This is an optimization exercise on Yosys and OpenROAD, whose aim is a short achievable clock period and few clock cycles, not a production implementation. At most, simulation tests tie the RTL to the original design; equivalence was not proved. No activity file was given, so power comes from the tool's default toggle rates.

==> flow/design.v <==
package isaPkg;
	typedef logic [17:0] instrT;
	typedef logic [15:0] dataT;
	typedef logic [3:0] regSelT;
	typedef logic [3:0] opcodeT;
	typedef struct packed {
		logic low;
		logic negative;
		logic zero;
	} flagsT;
	localparam int NUM_REGS = 16;
	localparam regSelT LINK_REG = 4'd12;
	localparam regSelT SP_REG = 4'd13;
	localparam logic [1:0] TYPE_N = 2'b00;
	localparam opcodeT N_REG_ALU = 4'd0;
	localparam opcodeT N_MEM_REG = 4'd1;
	localparam opcodeT MOVMR = 4'd0;
	localparam opcodeT MOVRM = 4'd1;
	localparam opcodeT ALU_INC = 4'd0;
	localparam opcodeT ALU_DEC = 4'd1;
	localparam opcodeT ADD = 4'd2;
	localparam opcodeT SUB = 4'd3;
	localparam opcodeT AND = 4'd4;
	localparam opcodeT OR = 4'd5;
	localparam opcodeT XOR = 4'd6;
	localparam opcodeT NOT = 4'd7;
	localparam opcodeT LSH = 4'd8;
	localparam opcodeT RSH = 4'd9;
	localparam opcodeT ARSH = 4'd10;
	localparam opcodeT CMP = 4'd11;
	localparam opcodeT MOVR = 4'd12;
	localparam opcodeT MUL = 4'd13;
	localparam opcodeT FMUL = 4'd14;
	localparam opcodeT CALL = 4'd4;
	localparam opcodeT MOVMRI = 4'd5;
	localparam opcodeT MOVRMI = 4'd6;
	localparam opcodeT RET = 4'd7;
	localparam opcodeT JL = 4'd8;
	localparam opcodeT JLE = 4'd9;
	localparam opcodeT JNE = 4'd10;
	localparam opcodeT JE = 4'd11;
	localparam opcodeT POP = 4'd12;
	localparam opcodeT PUSH = 4'd13;
	localparam opcodeT PUSHI = 4'd14;
	localparam opcodeT INCDEC = 4'd15;
	localparam logic [1:0] INCR = 2'd0;
	localparam logic [1:0] DECR = 2'd1;
endpackage
package corePkg;
	typedef enum logic [1:0] {
		ST_FETCH,
		ST_EXEC,
		ST_MEM,
		ST_WB
	} seqStateT;
	typedef enum logic {
		OPB_REG,
		OPB_IMM
	} operandSelT;
	typedef enum logic [1:0] {
		WB_ALU,
		WB_MEM,
		WB_PCLINK
	} wbDataSelT;
	typedef enum logic [1:0] {
		PC_INC,
		PC_JUMP,
		PC_LINK
	} pcSelT;
	typedef enum logic [1:0] {
		ADR_PC,
		ADR_IMM,
		ADR_SRCREG,
		ADR_SP
	} addrSelT;
endpackage
module cpuTop (
	input  logic        clk,
	input  logic        rst,
	input  logic [17:0] wbDatIn,
	input  logic        wbAck,
	output logic [15:0] wbAdr,
	output logic [15:0] wbDatOut,
	output logic        wbWe,
	output logic        wbCyc,
	output logic        wbStb
);
	localparam int CW = 5;             
	localparam int CN = 1 << CW;
	localparam int TW = 16 - CW;
	logic [15:0] regs [16];
	logic fLow, fNeg, fZero;
	logic [15:0] fpc;                  
	logic        fMatch;               
	logic        irV;
	logic [17:0] ir;
	logic [15:0] irPc;
	logic        bFetch, bLoad;        
	logic [3:0]  ldDst;
	logic [CN-1:0] cV;
	logic [TW-1:0] cTag [CN];
	logic [17:0]   cDat [CN];
	assign wbStb = wbCyc;
	logic ack, busFree, ldPend;
	assign ack = wbCyc & wbAck;
	assign busFree = !wbCyc | wbAck;
	assign ldPend = wbCyc & bLoad;
	logic        isN, immForm, isAlu, aluWr, flagWr;
	logic [3:0]  nsub, sop, op, rd, rs, rp, ra;
	logic        isCall, isRet, isJcc, taken, isPush, isPop, isIncDec;
	logic        isLd, isSt, isMovmr, isMovrm, isMovmri, isMovrmi;
	logic [15:0] A, Bs, B, r12, r13, res, sum, aluRes;
	logic [16:0] diff;
	logic [15:0] absAdr, pcInc, npc, memAdr;
	logic        haz, xMem, xGo, mispredict;
	assign isN = ir[17:16] == 2'b00;
	assign nsub = ir[15:12];
	assign sop = ir[17:14];
	assign rd = ir[11:8];
	assign rs = ir[3:0];
	assign rp = ir[13:10];
	assign immForm = isN && nsub[3:1] != 3'b000;
	assign op = immForm ? nsub : ir[7:4];
	assign isAlu = isN && nsub != 4'd1;
	assign aluWr = isAlu && ((op >= 4'd2 && op <= 4'd10) || op == 4'd12);
	assign flagWr = isAlu && (op >= 4'd2 && op <= 4'd11);
	assign isMovmr = isN && nsub == 4'd1 && ir[7:4] == 4'd0;
	assign isMovrm = isN && nsub == 4'd1 && ir[7:4] == 4'd1;
	assign isCall = sop == 4'd4;
	assign isMovmri = sop == 4'd5;
	assign isMovrmi = sop == 4'd6;
	assign isRet = sop == 4'd7;
	assign isJcc = sop[3:2] == 2'b10;
	assign isPop = sop == 4'd12 && rp != 4'd12 && rp != 4'd13;
	assign isPush = sop == 4'd13;
	assign isIncDec = sop == 4'd15 && !ir[13];
	assign isLd = isMovmr || isMovmri || isPop;
	assign isSt = isMovrm || isMovrmi || isPush;
	assign xMem = isLd || isSt;
	assign ra = isPush ? rp : rd;
	assign A = regs[ra];
	assign Bs = regs[rs];
	assign r12 = regs[12];
	assign r13 = regs[13];
	assign B = immForm ? {8'h00, ir[7:0]} : Bs;
	assign sum = A + B;
	assign diff = {1'b0, A} - {1'b0, B};
	always_comb begin
		case (op)
			4'd2: aluRes = sum;
			4'd3, 4'd11: aluRes = diff[15:0];
			4'd4: aluRes = A & B;
			4'd5: aluRes = A | B;
			4'd6: aluRes = A ^ B;
			4'd7: aluRes = ~B;
			4'd8: aluRes = A << B[3:0];
			4'd9: aluRes = A >> B[3:0];
			4'd10: aluRes = 16'($signed(A) >>> B[3:0]);
			default: aluRes = B;
		endcase
	end
	always_comb begin
		case (sop[1:0])
			2'd0: taken = fLow | fNeg;
			2'd1: taken = fLow | fNeg | fZero;
			2'd2: taken = !fZero;
			default: taken = fZero;
		endcase
	end
	assign absAdr = {2'b00, ir[13:0]};
	assign pcInc = irPc + 16'd1;
	assign npc = (isCall || (isJcc && taken)) ? absAdr : isRet ? r12 : pcInc;
	assign memAdr = (isMovmri || isMovrmi) ? absAdr : isPush ? r13 : isPop ? r13 - 16'd1 : Bs;
	assign haz = ldPend && (rd == ldDst || rs == ldDst || rp == ldDst || (!isN && ldDst[3:2] == 2'b11));
	assign xGo = irV && !haz && (!xMem || busFree);
	assign mispredict = xGo && npc != fpc;
	logic [CW-1:0] fIdx;
	logic          hit, fromBus, fDeliver, irFree;
	logic [17:0]   fIns;
	logic [15:0]   pred, fpcInc;
	logic          fetchReq;
	logic [15:0]   fetchAdr;
	assign fIdx = fpc[CW-1:0];
	assign hit = cV[fIdx] && cTag[fIdx] == fpc[15:CW];
	assign fromBus = fMatch & wbAck;
	assign irFree = !irV || xGo;
	assign fDeliver = irFree && !mispredict && (hit || fromBus);
	assign fIns = fromBus ? wbDatIn : cDat[fIdx];
	assign fpcInc = fpc + 16'd1;
	always_comb begin
		if (fIns[17:14] == 4'd4 || fIns[17:16] == 2'b10)
			pred = {2'b00, fIns[13:0]};
		else if (fIns[17:14] == 4'd7)
			pred = r12;
		else
			pred = fpcInc;
	end
	always_comb begin
		fetchReq = 1'b0;
		fetchAdr = fpc;
		if (mispredict) begin
			fetchReq = 1'b1;
			fetchAdr = npc;
		end else if (fDeliver && fromBus) begin
			fetchReq = 1'b1;
			fetchAdr = pred;
		end else if (!fDeliver && !hit && !fMatch) begin
			fetchReq = 1'b1;
		end
	end
	logic stIssue, ldIssue, fIssue;
	assign stIssue = xGo && isSt;
	assign ldIssue = xGo && isLd;
	assign fIssue = busFree && !(xGo && xMem) && fetchReq;
	always_ff @(posedge clk) begin
		if (rst) begin
			wbCyc <= 1'b0;
			wbWe <= 1'b0;
			bFetch <= 1'b0;
			bLoad <= 1'b0;
			fMatch <= 1'b0;
			fpc <= '0;
			irV <= 1'b0;
			fLow <= 1'b0;
			fNeg <= 1'b0;
			fZero <= 1'b0;
			for (int i = 0; i < 16; i++)
				regs[i] <= '0;
			cV <= '0;
		end else begin
			if (ack) begin
				wbCyc <= 1'b0;
				wbWe <= 1'b0;
				bFetch <= 1'b0;
				bLoad <= 1'b0;
			end
			if (xGo && xMem) begin
				wbCyc <= 1'b1;
				wbWe <= isSt;
				bFetch <= 1'b0;
				bLoad <= isLd;
			end else if (fIssue) begin
				wbCyc <= 1'b1;
				wbWe <= 1'b0;
				bFetch <= 1'b1;
				bLoad <= 1'b0;
			end
			if (fIssue)
				fMatch <= 1'b1;
			else if (ack || fDeliver || mispredict)
				fMatch <= 1'b0;
			if (mispredict) begin
				fpc <= npc;
				irV <= 1'b0;
			end else if (fDeliver) begin
				fpc <= pred;
				irV <= 1'b1;
			end else if (xGo) begin
				irV <= 1'b0;
			end
			if (ack && bFetch) begin
				cV[wbAdr[CW-1:0]] <= 1'b1;
			end else if (ack && wbWe) begin
				if (cTag[wbAdr[CW-1:0]] == wbAdr[15:CW])
					cV[wbAdr[CW-1:0]] <= 1'b0;
			end
			if (ack && bLoad)
				regs[ldDst] <= wbDatIn[15:0];
			if (xGo) begin
				if (aluWr)
					regs[rd] <= aluRes;
				if (isIncDec)
					regs[rd] <= ir[12] ? A - 16'd1 : A + 16'd1;
				if (isCall)
					regs[12] <= pcInc;
				if (isPush)
					regs[13] <= r13 + 16'd1;
				if (isPop)
					regs[13] <= r13 - 16'd1;
				if (flagWr) begin
					fLow <= (op == 4'd3 || op == 4'd11) && diff[16];
					fNeg <= aluRes[15];
					fZero <= aluRes == 16'd0;
				end
			end
		end
	end
	always_ff @(posedge clk) begin
		if (xGo && xMem) begin
			wbAdr <= memAdr;
			wbDatOut <= A;
			ldDst <= isPop ? rp : rd;
		end else if (fIssue) begin
			wbAdr <= fetchAdr;
		end
		if (!mispredict && fDeliver) begin
			ir <= fIns;
			irPc <= fpc;
		end
		if (ack && bFetch) begin
			cTag[wbAdr[CW-1:0]] <= wbAdr[15:CW];
			cDat[wbAdr[CW-1:0]] <= wbDatIn;
		end
	end
endmodule
==> flow/config.mk <==
export PLATFORM = sky130hd
export DESIGN_NAME = cpuTop
export DESIGN_NICKNAME = cpuTop
export VERILOG_FILES = /design/flow/design.v
export SDC_FILE = /design/flow/constraint.sdc
export NUM_CORES = 4
export LEC_CHECK = 0
export CAP_MARGIN = 20
export CORE_MARGIN = 2
export CORE_UTILIZATION = 40
export SLEW_MARGIN = 20
==> flow/constraint.sdc <==
create_clock -name core_clock -period 11.0 [get_ports {clk}]
set_input_delay 2.2000 -clock core_clock [delete_from_list [all_inputs] [get_ports {clk}]]
set_output_delay 2.2000 -clock core_clock [all_outputs]
set_load 0.01 [all_outputs]
standard.sh (not shown) runs the stock make flow with config.mk's settings and CLKGATE_MAP_FILE= SYNTH_SCRIPT=/design/flow/synth_recipe.tcl, a recipe that flattens the netlist after the stock synthesis.
==> flow/flow/run.sh <==
#!/bin/bash
set -euo pipefail
bash standard.sh SETUP_SLACK_MARGIN=8 finish > make_finish.log 2>&1
Next try:
==> flow/run.sh (new file) <==
#!/bin/bash
# synth_recipe.tcl (not shown) runs the flow's synth.tcl, then flattens the netlist and writes it again
# the make line also repeats each setting of config.mk as NAME=value (left out here)
make -C /OpenROAD-flow-scripts/flow DESIGN_CONFIG=/design/flow/config.mk WORK_HOME=/design/flow/orfs CLKGATE_MAP_FILE= SYNTH_SCRIPT=/design/flow/synth_recipe.tcl finish
removed: flow/flow/run.sh
removed: flow/standard.sh
Effect: The changed run produced a clean layout; sequential power goes up by about 1%; wire length goes down by about 14%; critical path depth goes down by 1; setup slack gets worse by 2400 ps; final area goes down by 14%; synthesized area does not change; total power goes down by 17%; die area does not change; global-route usage goes down by 3.6 points; combinational power goes down by 42%; sequential share of layout area goes up by 7.3 points.
No functional check of the RTL was part of any run of this note.

---

cpuTop, a different RTL version from the one above (not shown whole).
Size: ~6900 cells after synthesis, ~93000 um^2 of cells after synthesis.
==> flow/config.mk <==
export PLATFORM = sky130hd
export DESIGN_NAME = cpuTop
export DESIGN_NICKNAME = cpuTop
export VERILOG_FILES = /design/flow/design.v
export SDC_FILE = /design/flow/constraint.sdc
export NUM_CORES = 4
export LEC_CHECK = 0
export CAP_MARGIN = 20
export CORE_MARGIN = 2
export CORE_UTILIZATION = 40
export CTS_CLUSTER_DIAMETER = 60
export CTS_CLUSTER_SIZE = 24
export SLEW_MARGIN = 20
==> flow/constraint.sdc <==
create_clock -name core_clock -period 11.0 [get_ports {clk}]
set_input_delay 2.2000 -clock core_clock [delete_from_list [all_inputs] [get_ports {clk}]]
set_output_delay 2.2000 -clock core_clock [all_outputs]
set_load 0.01 [all_outputs]
==> flow/flow/run.sh <==
#!/bin/bash
set -euo pipefail
bash standard.sh SETUP_SLACK_MARGIN=7.6 "BUFFER_PORTS_ARGS=-buffer_cell sky130_fd_sc_hd__buf_4" finish > make_finish.log 2>&1
The baseline ran to the end with no violations.
Testbench counts at the start, summed over its fixed seeds: cycles 42,349.
Rerun with:
==> flow/flow/run.sh (replaced) <==
#!/bin/bash
set -euo pipefail
bash standard.sh SETUP_SLACK_MARGIN=8 "BUFFER_PORTS_ARGS=-buffer_cell sky130_fd_sc_hd__buf_4" finish > make_finish.log 2>&1
Settings changed: CTS_CLUSTER_DIAMETER 60 to 80, CTS_CLUSTER_SIZE 24 to 32.
The changed run finished with timing, DRC and antenna clean.
Area after synthesis is unchanged.
Cell area is higher by about 5%.
Utilization increases by 2.3 points.
Combinational power increases by about 17%.
Setup slack improves by 0.063 ns.
Via count is higher by about 3.4%.
Global-route usage grows by 1.1 points.
Non-clock buffer count rises by 322.
Total power came out higher by about 5.6%.

[port drivers added, routing unchanged]
Ports are ideal in the flow. The routed layouts listed here were re-timed in OpenROAD. Step 1, drivers: a clkbuf_16 drives clk and a buf_2 each remaining input, both assumed. Step 2 times the ports against the registers' clock, not the clock port: input delays grow and output delays shrink by t, the midpoint of the rising clock arrivals with the driver on. a / b / c = ideal ports / drivers / drivers and shift; a / b = the first two.
| run | t (ns) | setup slack, ns | hold WS [ns] | slew at the worst register clock pin (ns) |
|---|---|---|---|---|
| the first run of note 1 | 0.861 | 5.240 / 5.240 / 5.240 | 0.457 / 0.457 / 0.457 | 0.07 / 0.07 |
| the second run of note 1 | 0.859 | 2.796 / 2.796 / 2.796 | 0.474 / 0.474 / 0.474 | 0.07 / 0.07 |
| the first run of note 2 | 0.945 | 7.333 / 7.309 / 6.571 | 0.482 / 0.482 / 0.482 | 0.10 / 0.10 |
| the second run of note 2 | 0.895 | 7.396 / 7.362 / 6.549 | 0.484 / 0.484 / 0.484 | 0.12 / 0.12 |
After both steps every run listed still meets setup and hold. For the second run of note 2, which loses most, drivers alone change the setup slack by -0.034 ns; drivers and shift together by -0.847 ns.
